Background: an optimization exercise with open tools, aiming at a short achievable clock period and few clock cycles. Do not read the settings as production practice.

==> wip/willow <==
Design cpu_core, start of the top module:
module cpu_core (
	input  logic                  clk,
	input  logic                  rst,
	output cpu_isa_pkg::word_t    pc,
	output logic                  inst_req_valid,
	input  logic                  inst_req_ready,
	input  cpu_isa_pkg::word_t    instruction,
	input  logic                  inst_valid,
	output logic                  inst_ready,
	output cpu_bus_pkg::mem_req_t mem_req,
	input  logic                  mem_req_ready,
	input  cpu_isa_pkg::word_t    read_data,
	input  logic                  read_data_valid,
	output logic                  read_data_ready,
	output cpu_bus_pkg::retire_t  retire
);
export LEC_CHECK = 0
export CAP_MARGIN = 20
export CORE_MARGIN = 2
export CORE_UTILIZATION = 40
export SETUP_SLACK_MARGIN = 5
export SLEW_MARGIN = 20
create_clock -name core_clock -period 10.0 [get_ports {clk}]
run.sh (not shown) runs the stock make flow with config.mk's settings and CLKGATE_MAP_FILE= SYNTH_SCRIPT=/design/flow/synth_recipe.tcl, a recipe that flattens the netlist after the stock synthesis.
==> inputs of wip/umber, as changes to wip/willow <==
--- a/flow/design.v
+++ b/flow/design.v
@@ -107,22 +107,17 @@
 	logic        rp;           
 	logic [31:0] rp_tgt;
 	logic [31:0] fq_pc   [2];
 	logic [31:0] fq_ins  [2];
 	logic [1:0]  fq_kill;
-	logic [1:0]  fq_pt;        
 	logic [1:0]  fq_has;
 	logic        fq_head, fq_tail, fq_rsp;
 	logic [1:0]  fq_cnt;
 	logic        ir_valid;
 	logic [31:0] ir;
 	logic [31:0] ir_pc;
 	logic        d_done;
-	logic        ir_pt;
-	logic [15:0] bt_v;
-	logic [25:0] bt_tag [16];
-	logic [29:0] bt_tgt [16];
 	logic        e_valid;
 	logic [31:0] e_pc;
 	logic        e_wen;
 	logic [4:0]  e_waddr;
 	logic [31:0] e_a, e_b, e_imm;
@@ -218,14 +213,13 @@
 	logic        e_redir;
 	assign pc4    = ir_pc + 32'd4;
 	assign pc8    = ir_pc + 32'd8;
 	assign br_tgt = pc4 + {{14{imm[15]}}, imm, 2'b00};
 	assign j_tgt  = {pc4[31:28], ir[25:0], 2'b00};
-	assign d_pred = (is_beq | is_bne) & (imm[15] | ir_pt);
-	assign d_redir_cond = ir_pt ? ~(is_j | is_jal | is_beq | is_bne)
-	                            : (is_j | is_jal | is_jr | is_jalr | d_pred);
-	assign d_tgt  = (is_jr | is_jalr) ? rs_val : ((is_beq | is_bne) ? br_tgt : ((is_j | is_jal) ? j_tgt : pc4));
+	assign d_pred = (is_beq | is_bne) & imm[15];
+	assign d_redir_cond = is_j | is_jal | is_jr | is_jalr | d_pred;
+	assign d_tgt  = (is_jr | is_jalr) ? rs_val : (d_pred ? br_tgt : j_tgt);
 	assign d_redir = ir_valid & d_redir_cond & ~d_stall & ~d_done & ~e_redir;
 	logic d_adv;
 	assign d_adv = ir_valid & ~d_stall & ~hold & ~e_redir;
 	logic [31:0] ea, eb, ebop, sum, e_res;
 	logic        lt_s, lt_u, eq, taken;
@@ -254,14 +248,10 @@
 	logic        head_ready, ir_keep, ir_free, pop, load_ir;
 	logic [1:0]  cnt_next;
 	assign kill_now = e_redir | d_redir;
 	assign tgt      = e_redir ? e_alt : d_tgt;
 	assign acc      = f_req & inst_req_ready;
-	logic [3:0]  bt_i;
-	logic        bt_hit;
-	assign bt_i   = f_pc[5:2];
-	assign bt_hit = bt_v[bt_i] & (bt_tag[bt_i] == f_pc[31:6]);
 	assign kill_new = kill_now | rp;
 	assign head_ready = (fq_cnt != 2'd0) & (fq_has[fq_head] | inst_valid);
 	assign ir_keep    = ir_valid & ~d_adv & ~e_redir;
 	assign ir_free    = ~ir_keep;
 	assign pop        = head_ready & (ir_free | fq_kill[fq_head]);
@@ -289,11 +279,11 @@
 				if (acc | ~f_req) begin
 					f_pc <= rp_tgt;
 					rp   <= 1'b0;
 				end
 			end else if (acc) begin
-				f_pc <= bt_hit ? {bt_tgt[bt_i], 2'b00} : f_pc + 32'd4;
+				f_pc <= f_pc + 32'd4;
 			end
 			f_req  <= (cnt_next != 2'd2);
 			fq_cnt <= cnt_next;
 			if (acc)
 				fq_tail <= ~fq_tail;
@@ -307,11 +297,10 @@
 		if (kill_now)
 			fq_kill <= 2'b11;
 		if (acc) begin
 			fq_pc[fq_tail]   <= f_pc;
 			fq_kill[fq_tail] <= kill_new;
-			fq_pt[fq_tail]   <= bt_hit;
 		end
 		if (inst_valid)
 			fq_ins[fq_rsp] <= instruction;
 		if (rst)
 			fq_has <= 2'b00;
@@ -321,31 +310,20 @@
 			if (inst_valid & ~(pop & (fq_rsp == fq_head)))
 				fq_has[fq_rsp] <= 1'b1;
 		end
 	end
 	always_ff @(posedge clk) begin
-		if (rst)
-			bt_v <= '0;
-		else if (d_redir & ~ir_pt & (is_j | is_jal | is_beq | is_bne))
-			bt_v[ir_pc[5:2]] <= 1'b1;
-		if (d_redir & ~ir_pt & (is_j | is_jal | is_beq | is_bne)) begin
-			bt_tag[ir_pc[5:2]] <= ir_pc[31:6];
-			bt_tgt[ir_pc[5:2]] <= d_tgt[31:2];
-		end
-	end
-	always_ff @(posedge clk) begin
 		if (rst) begin
 			ir_valid <= 1'b0;
 			d_done   <= 1'b0;
 		end else begin
 			ir_valid <= ir_keep | load_ir;
 			d_done   <= ir_keep & (d_done | d_redir);
 		end
 		if (load_ir) begin
 			ir    <= fq_has[fq_head] ? fq_ins[fq_head] : instruction;
 			ir_pc <= fq_pc[fq_head];
-			ir_pt <= fq_pt[fq_head];
 		end
 	end
 	always_ff @(posedge clk) begin
 		if (rst) begin
 			e_valid <= 1'b0;
--- a/flow/config.mk
+++ b/flow/config.mk
@@ -6,7 +6,6 @@
 export NUM_CORES = 4
 export LEC_CHECK = 0
 export CAP_MARGIN = 20
 export CORE_MARGIN = 2
 export CORE_UTILIZATION = 40
-export SETUP_SLACK_MARGIN = 5
 export SLEW_MARGIN = 20
==> inputs of wip/lagoon, as changes to wip/willow <==
--- a/flow/design.v
+++ b/flow/design.v
@@ -105,19 +105,21 @@
 	logic [31:0] f_pc;
 	logic        f_req;
 	logic        rp;           
 	logic [31:0] rp_tgt;
 	logic [31:0] fq_pc   [2];
+	logic [31:0] fq_pc4  [2];
 	logic [31:0] fq_ins  [2];
 	logic [1:0]  fq_kill;
 	logic [1:0]  fq_pt;        
 	logic [1:0]  fq_has;
 	logic        fq_head, fq_tail, fq_rsp;
 	logic [1:0]  fq_cnt;
 	logic        ir_valid;
 	logic [31:0] ir;
 	logic [31:0] ir_pc;
+	logic [31:0] ir_pc4;
 	logic        d_done;
 	logic        ir_pt;
 	logic [15:0] bt_v;
 	logic [25:0] bt_tag [16];
 	logic [29:0] bt_tgt [16];
@@ -133,21 +135,25 @@
 	logic [31:0] e_alt;
 	logic        e_done;
 	logic        m_valid, m_wen, m_load;
 	logic [4:0]  m_waddr;
 	logic [31:0] m_res, m_pc;
-	logic        mq_read, mq_write;
-	logic [31:0] mq_addr, mq_wdata;
-	logic        l_valid, l_wen, l_load, l_have;
+	logic        q0_rd, q0_wr, q1_rd, q1_wr;
+	logic [31:0] q0_addr, q0_wdata, q1_addr, q1_wdata;
+	logic        l_valid, l_wen, l_load;
 	logic [4:0]  l_waddr;
 	logic [31:0] l_res, l_pc;
 	logic        w_wen;
+	logic        w_wait;       
+	logic [31:0] ld_buf [2];
+	logic        ld_head, ld_tail;
+	logic [1:0]  ld_cnt;
 	logic [4:0]  w_waddr;
 	logic [31:0] w_wdata, w_pc;
 	logic [31:0] rf [32];
-	logic hold;
-	assign hold = ((mq_read | mq_write) & ~mem_req_ready) | (l_valid & l_load & ~l_have & ~read_data_valid);
+	logic frz;
+	assign frz = w_wait | ((q0_rd | q0_wr) & (q1_rd | q1_wr));
 	logic [5:0]  op, fn;
 	logic [4:0]  rs, rt, rd;
 	logic [15:0] imm;
 	logic        is_r, is_jr, is_jalr, is_j, is_jal, is_beq, is_bne, is_alui, is_lui, is_lw, is_sw;
 	logic        r_alu;
@@ -210,25 +216,27 @@
 			d_stall = 1'b1;
 		if (use_rt & ((ht_e & e_load) | (~ht_e & ht_m & m_load)))
 			d_stall = 1'b1;
 		if (need_rs_d & (hs_e | (~hs_m & hs_l & l_load) | (hs_m & m_load)))
 			d_stall = 1'b1;
+		if ((is_beq | is_bne) & (d_fa[1] | d_fb[1]))
+			d_stall = 1'b1;
 	end
 	logic [31:0] pc4, pc8, br_tgt, j_tgt, d_tgt;
 	logic        d_pred, d_redir_cond, d_redir;
 	logic        e_redir;
-	assign pc4    = ir_pc + 32'd4;
-	assign pc8    = ir_pc + 32'd8;
+	assign pc4    = ir_pc4;
+	assign pc8    = ir_pc4 + 32'd4;
 	assign br_tgt = pc4 + {{14{imm[15]}}, imm, 2'b00};
 	assign j_tgt  = {pc4[31:28], ir[25:0], 2'b00};
 	assign d_pred = (is_beq | is_bne) & (imm[15] | ir_pt);
 	assign d_redir_cond = ir_pt ? ~(is_j | is_jal | is_beq | is_bne)
 	                            : (is_j | is_jal | is_jr | is_jalr | d_pred);
 	assign d_tgt  = (is_jr | is_jalr) ? rs_val : ((is_beq | is_bne) ? br_tgt : ((is_j | is_jal) ? j_tgt : pc4));
-	assign d_redir = ir_valid & d_redir_cond & ~d_stall & ~d_done & ~e_redir;
+	assign d_redir = ir_valid & d_redir_cond & ~d_stall & ~d_done;
 	logic d_adv;
-	assign d_adv = ir_valid & ~d_stall & ~hold & ~e_redir;
+	assign d_adv = ir_valid & ~d_stall & ~frz & ~e_redir;
 	logic [31:0] ea, eb, ebop, sum, e_res;
 	logic        lt_s, lt_u, eq, taken;
 	logic [32:0] sum33;
 	assign ea   = e_fa[0] ? m_res : (e_fa[1] ? w_wdata : e_a);
 	assign eb   = e_fb[0] ? m_res : (e_fb[1] ? w_wdata : e_b);
@@ -243,16 +251,18 @@
 	               ({32{e_s_and}}  & (ea & ebop)) |
 	               ({32{e_s_or}}   & (ea | ebop)) |
 	               ({32{e_s_xor}}  & (ea ^ ebop)) |
 	               ({32{e_s_nor}}  & ~(ea | ebop)) |
 	               ({32{e_s_imm}}  & e_imm);
-	assign eq    = (ea == eb);
+	assign eq    = e_fa[0] ? (e_fb[0] | (m_res == e_b)) : (e_fb[0] ? (e_a == m_res) : (e_a == e_b));
 	assign taken = e_bne ? ~eq : eq;
 	assign e_redir = e_valid & e_br & (taken ^ e_pred) & ~e_done;
 	logic        kill_now;
 	logic [31:0] tgt;
 	logic        acc, kill_new;
+	logic [31:0] f_pc4;
+	assign f_pc4 = f_pc + 32'd4;
 	logic        head_ready, ir_keep, ir_free, pop, load_ir;
 	logic [1:0]  cnt_next;
 	assign kill_now = e_redir | d_redir;
 	assign tgt      = e_redir ? e_alt : d_tgt;
 	assign acc      = f_req & inst_req_ready;
@@ -276,25 +286,23 @@
 			fq_head <= 1'b0;
 			fq_tail <= 1'b0;
 			fq_rsp  <= 1'b0;
 		end else begin
 			if (kill_now) begin
-				if (acc | ~f_req) begin
+				rp <= ~(acc | ~f_req);
+				if (acc | ~f_req)
 					f_pc <= tgt;
-					rp   <= 1'b0;
-				end else begin
-					rp     <= 1'b1;
-					rp_tgt <= tgt;
-				end
 			end else if (rp) begin
 				if (acc | ~f_req) begin
 					f_pc <= rp_tgt;
 					rp   <= 1'b0;
 				end
 			end else if (acc) begin
-				f_pc <= bt_hit ? {bt_tgt[bt_i], 2'b00} : f_pc + 32'd4;
+				f_pc <= bt_hit ? {bt_tgt[bt_i], 2'b00} : f_pc4;
 			end
+			if (!rp | kill_now)
+				rp_tgt <= tgt;
 			f_req  <= (cnt_next != 2'd2);
 			fq_cnt <= cnt_next;
 			if (acc)
 				fq_tail <= ~fq_tail;
 			if (inst_valid)
@@ -306,10 +314,11 @@
 	always_ff @(posedge clk) begin
 		if (kill_now)
 			fq_kill <= 2'b11;
 		if (acc) begin
 			fq_pc[fq_tail]   <= f_pc;
+			fq_pc4[fq_tail]  <= f_pc4;
 			fq_kill[fq_tail] <= kill_new;
 			fq_pt[fq_tail]   <= bt_hit;
 		end
 		if (inst_valid)
 			fq_ins[fq_rsp] <= instruction;
@@ -320,18 +329,29 @@
 				fq_has[fq_head] <= 1'b0;
 			if (inst_valid & ~(pop & (fq_rsp == fq_head)))
 				fq_has[fq_rsp] <= 1'b1;
 		end
 	end
+	logic        bw_en;
+	logic [29:0] bw_pc;
+	logic [29:0] bw_tgt;
+	always_ff @(posedge clk) begin
+		if (rst)
+			bw_en <= 1'b0;
+		else
+			bw_en <= d_redir & ~ir_pt & (is_j | is_jal | is_beq | is_bne);
+		bw_pc  <= ir_pc[31:2];
+		bw_tgt <= (is_beq | is_bne) ? br_tgt[31:2] : j_tgt[31:2];
+	end
 	always_ff @(posedge clk) begin
 		if (rst)
 			bt_v <= '0;
-		else if (d_redir & ~ir_pt & (is_j | is_jal | is_beq | is_bne))
-			bt_v[ir_pc[5:2]] <= 1'b1;
-		if (d_redir & ~ir_pt & (is_j | is_jal | is_beq | is_bne)) begin
-			bt_tag[ir_pc[5:2]] <= ir_pc[31:6];
-			bt_tgt[ir_pc[5:2]] <= d_tgt[31:2];
+		else if (bw_en)
+			bt_v[bw_pc[3:0]] <= 1'b1;
+		if (bw_en) begin
+			bt_tag[bw_pc[3:0]] <= bw_pc[29:4];
+			bt_tgt[bw_pc[3:0]] <= bw_tgt;
 		end
 	end
 	always_ff @(posedge clk) begin
 		if (rst) begin
 			ir_valid <= 1'b0;
@@ -341,29 +361,25 @@
 			d_done   <= ir_keep & (d_done | d_redir);
 		end
 		if (load_ir) begin
 			ir    <= fq_has[fq_head] ? fq_ins[fq_head] : instruction;
 			ir_pc <= fq_pc[fq_head];
+			ir_pc4 <= fq_pc4[fq_head];
 			ir_pt <= fq_pt[fq_head];
 		end
 	end
 	always_ff @(posedge clk) begin
 		if (rst) begin
 			e_valid <= 1'b0;
 			e_done  <= 1'b0;
-		end else if (hold) begin
+		end else if (frz) begin
 			e_done <= e_done | e_redir;
 		end else begin
 			e_valid <= d_adv;
 			e_done  <= 1'b0;
 		end
-		if (hold) begin
-			e_a  <= ea;
-			e_b  <= eb;
-			e_fa <= 2'b00;
-			e_fb <= 2'b00;
-		end else begin
+		if (!frz) begin
 			e_pc    <= ir_pc;
 			e_wen   <= d_wen;
 			e_waddr <= d_waddr;
 			e_a     <= rs_val;
 			e_b     <= rt_val;
@@ -390,60 +406,115 @@
 			e_pred    <= d_pred;
 			e_alt     <= d_pred ? pc4 : br_tgt;
 		end
 	end
 	always_ff @(posedge clk) begin
-		if (rst) begin
-			m_valid  <= 1'b0;
-			mq_read  <= 1'b0;
-			mq_write <= 1'b0;
-		end else if (hold) begin
-			if (mem_req_ready) begin
-				mq_read  <= 1'b0;
-				mq_write <= 1'b0;
-			end
-		end else begin
-			m_valid  <= e_valid;
-			mq_read  <= e_valid & e_load;
-			mq_write <= e_valid & e_store;
-		end
-		if (!hold) begin
+		if (rst)
+			m_valid <= 1'b0;
+		else if (!frz)
+			m_valid <= e_valid;
+		if (!frz) begin
 			m_wen    <= e_wen;
 			m_waddr  <= e_waddr;
 			m_load   <= e_load;
 			m_res    <= e_res;
 			m_pc     <= e_pc;
-			mq_addr  <= {sum[31:2], 2'b00};
-			mq_wdata <= eb;
 		end
 	end
-	assign mem_req = {mq_addr, mq_wdata, {4{mq_write}}, mq_read, mq_write};
+	logic        q_push, q_pop, q0_v, q1_v;
+	logic [31:0] n_addr;
+	assign q0_v   = q0_rd | q0_wr;
+	assign q1_v   = q1_rd | q1_wr;
+	assign q_push = ~frz & e_valid & (e_load | e_store);
+	assign q_pop  = q0_v & mem_req_ready;
+	assign n_addr = {sum[31:2], 2'b00};
+	always_ff @(posedge clk) begin
+		if (rst) begin
+			q0_rd <= 1'b0;
+			q0_wr <= 1'b0;
+			q1_rd <= 1'b0;
+			q1_wr <= 1'b0;
+		end else begin
+			if (q_pop) begin
+				if (q1_v) begin
+					q0_rd <= q1_rd;
+					q0_wr <= q1_wr;
+					q1_rd <= q_push & e_load;
+					q1_wr <= q_push & e_store;
+				end else begin
+					q0_rd <= q_push & e_load;
+					q0_wr <= q_push & e_store;
+				end
+			end else if (q_push) begin
+				if (q0_v) begin
+					q1_rd <= e_load;
+					q1_wr <= e_store;
+				end else begin
+					q0_rd <= e_load;
+					q0_wr <= e_store;
+				end
+			end
+		end
+		if (q_pop & q1_v) begin
+			q0_addr  <= q1_addr;
+			q0_wdata <= q1_wdata;
+		end else if (~q0_v | q_pop) begin
+			q0_addr  <= n_addr;
+			q0_wdata <= eb;
+		end
+		if (~q1_v | q_pop) begin
+			q1_addr  <= n_addr;
+			q1_wdata <= eb;
+		end
+	end
+	assign mem_req = {q0_addr, q0_wdata, {4{q0_wr}}, q0_rd, q0_wr};
+	logic        d_avail, d_take;
+	logic [31:0] d_val;
+	assign d_avail = (ld_cnt != 2'd0) | read_data_valid;
+	assign d_val   = (ld_cnt != 2'd0) ? ld_buf[ld_head] : read_data;
+	assign d_take  = frz ? (w_wait & d_avail) : (l_valid & l_load & d_avail);
+	always_ff @(posedge clk) begin
+		if (rst) begin
+			ld_cnt  <= '0;
+			ld_head <= 1'b0;
+			ld_tail <= 1'b0;
+		end else begin
+			if (read_data_valid & ~(d_take & (ld_cnt == 2'd0))) begin
+				ld_tail <= ~ld_tail;
+			end
+			if (d_take & (ld_cnt != 2'd0))
+				ld_head <= ~ld_head;
+			ld_cnt <= ld_cnt + {1'b0, read_data_valid & ~(d_take & (ld_cnt == 2'd0))}
+			                 - {1'b0, d_take & (ld_cnt != 2'd0)};
+		end
+		if (read_data_valid)
+			ld_buf[ld_tail] <= read_data;
+	end
 	always_ff @(posedge clk) begin
 		if (rst) begin
 			l_valid <= 1'b0;
-			l_have  <= 1'b0;
 			w_wen   <= 1'b0;
-		end else if (hold) begin
-			w_wen <= 1'b0;
-			if (l_load & read_data_valid)
-				l_have <= 1'b1;
+			w_wait  <= 1'b0;
+		end else if (frz) begin
+			w_wen  <= w_wait & d_avail;
+			w_wait <= w_wait & ~d_avail;
 		end else begin
 			l_valid <= m_valid;
-			l_have  <= 1'b0;
-			w_wen   <= l_valid & l_wen;
+			w_wen   <= l_valid & l_wen & (~l_load | d_avail);
+			w_wait  <= l_valid & l_load & ~d_avail;
 		end
-		if (!hold) begin
+		if (!frz) begin
 			l_wen   <= m_wen;
 			l_waddr <= m_waddr;
 			l_load  <= m_load;
 			l_res   <= m_res;
 			l_pc    <= m_pc;
 			w_waddr <= l_waddr;
-			w_wdata <= (l_load & ~l_have) ? read_data : l_res;
+			w_wdata <= l_load ? d_val : l_res;
 			w_pc    <= l_pc;
-		end else if (l_load & ~l_have & read_data_valid) begin
-			l_res <= read_data;
+		end else if (w_wait) begin
+			w_wdata <= d_val;
 		end
 	end
 	always_ff @(posedge clk) begin
 		if (w_wen && (w_waddr != 5'd0))
 			rf[w_waddr] <= w_wdata;
==> flow/flow/run.sh (new file) <==
#!/bin/bash
# Standard layout (the standard.sh), with timing repair aimed below the 10 ns
# constraint so that the achieved period shrinks. The SDC is not changed.
set -euo pipefail
MARGIN=$(cat flow/margin.txt)
TNS=$(cat flow/tns.txt)
bash standard.sh SETUP_SLACK_MARGIN=$MARGIN TNS_END_PERCENT=$TNS finish > standard_make.log 2>&1
==> flow/flow/margin.txt (new file) <==
7
==> flow/flow/tns.txt (new file) <==
10
==> flow/standard.sh (new file) <==
#!/bin/bash
# synth_recipe.tcl (not shown) runs the flow's synth.tcl, then flattens the netlist and writes it again
# the make line also repeats each setting of config.mk as NAME=value (left out here)
make -C /OpenROAD-flow-scripts/flow DESIGN_CONFIG=/design/flow/config.mk WORK_HOME=/design/flow/orfs CLKGATE_MAP_FILE= SYNTH_SCRIPT=/design/flow/synth_recipe.tcl "${@:-finish}"
--- a/flow/config.mk
+++ b/flow/config.mk
@@ -6,7 +6,6 @@
 export NUM_CORES = 4
 export LEC_CHECK = 0
 export CAP_MARGIN = 20
 export CORE_MARGIN = 2
 export CORE_UTILIZATION = 40
-export SETUP_SLACK_MARGIN = 5
 export SLEW_MARGIN = 20
removed: flow/run.sh
==> comparison table <==
Run status: wip/willow finished clean; wip/lagoon finished clean; wip/umber finished clean
DR WL met3: wip/willow 46.6 mm; wip/lagoon 41.1 mm; wip/umber 27.0 mm
Number of ordinary inverters in the final layout: wip/willow 167; wip/lagoon 172; wip/umber 145
Arrival time at the worst endpoint: wip/willow 5.68 ns; wip/lagoon 5.18 ns; wip/umber 6.41 ns
Peak supply drop: wip/willow 0.239 mV; wip/lagoon 0.192 mV; wip/umber 0.237 mV
Detailed-route wire length on metal 1: wip/willow 167 mm; wip/lagoon 168 mm; wip/umber 120 mm
Synthesized flop and latch total: wip/willow 2687; wip/lagoon 2971; wip/umber 1768
Total global-route track usage: wip/willow 0.266; wip/lagoon 0.254; wip/umber 0.258
Hold worst-path end: wip/willow m_pc[14]$_DFFE_PP_; wip/lagoon bw_pc[1]$_DFF_P_; wip/umber l_pc[25]$_DFFE_PP_
Maximum number of pins on one net before global-route repair: wip/willow 175; wip/lagoon 124; wip/umber 145
M3 GR Usage: wip/willow 0.0657; wip/lagoon 0.0425; wip/umber 0.0528
Count of placed standard cells in the final layout, fillers left out: wip/willow 12100; wip/lagoon 13500; wip/umber 9016
Post-layout worst setup margin: wip/willow 4.95 ns; wip/lagoon 5.49 ns; wip/umber 4.09 ns
Diodes inserted: wip/willow 17; wip/lagoon 18; wip/umber 5
Top cell type's share of synthesized area: wip/willow 0.623; wip/lagoon 0.641; wip/umber 0.570
Clock network contribution to total cell area: wip/willow 0.0663; wip/lagoon 0.0659; wip/umber 0.0631
Start point of the critical path: wip/willow ir[23]$_DFFE_PN_; wip/lagoon e_fb[1]$_DFFE_PP_; wip/umber e_fb[1]$_SDFF_PN0_
Average wire per cell in the routed design: wip/willow 34.7 µm; wip/lagoon 33.5 µm; wip/umber 31.9 µm
Buffers outside the clock class: wip/willow 594; wip/lagoon 1013; wip/umber 409
Post-CTS Resized: wip/willow 138; wip/lagoon 484; wip/umber 0
Antenna violations before repair: wip/willow 32; wip/lagoon 68; wip/umber 11
Effective utilization at floorplan: wip/willow 0.403; wip/lagoon 0.403; wip/umber 0.402
Number of buffer and inverter stages on the critical path: wip/willow 3; wip/lagoon 3; wip/umber 2
Number of buffers inserted during clock tree synthesis: wip/willow 290; wip/lagoon 323; wip/umber 192
Cell Rows: wip/willow 202; wip/lagoon 210; wip/umber 170
Post-detail-place hpwl: wip/willow 268 mm; wip/lagoon 262 mm; wip/umber 184 mm
No functional check of the RTL was part of any run of this note.

==> separate check: timing with driven ports <==
Ports are ideal in the flow. The routed layouts listed here were re-timed in OpenROAD. Step 1 sets driving cells, clkbuf_16 on the clock port and buf_2 on the other inputs (assumed; they add their load-dependent delay and slew). Step 2 adds t to the input delays and takes it off the output delays; t is the mean of the earliest and latest rising clock arrival at the registers after step 1. Input paths then give back, and output paths get back, about the clock's delay inside the block. a / b / c = ideal / step 1 / step 2; a / b = the first two.
run | shift t [ns] | setup WS [ns] | worst register clock-pin slew, ns | worst slew at a driven data input, ns | cell pins on the clock port's net
wip/willow | 0.984 | 4.947 / 4.947 / 4.250 | 0.07 / 0.07 | 0.25 | 1
wip/umber | 0.928 | 4.087 / 4.087 / 4.087 | 0.07 / 0.07 | 0.07 | 1
wip/lagoon | 0.987 | 5.490 / 5.490 / 5.335 | 0.07 / 0.07 | 0.25 | 1
After both steps every run listed still meets setup and hold. The setup slack of wip/willow, which loses most, moves by 0.000 ns with the drivers and by -0.697 ns with both steps.
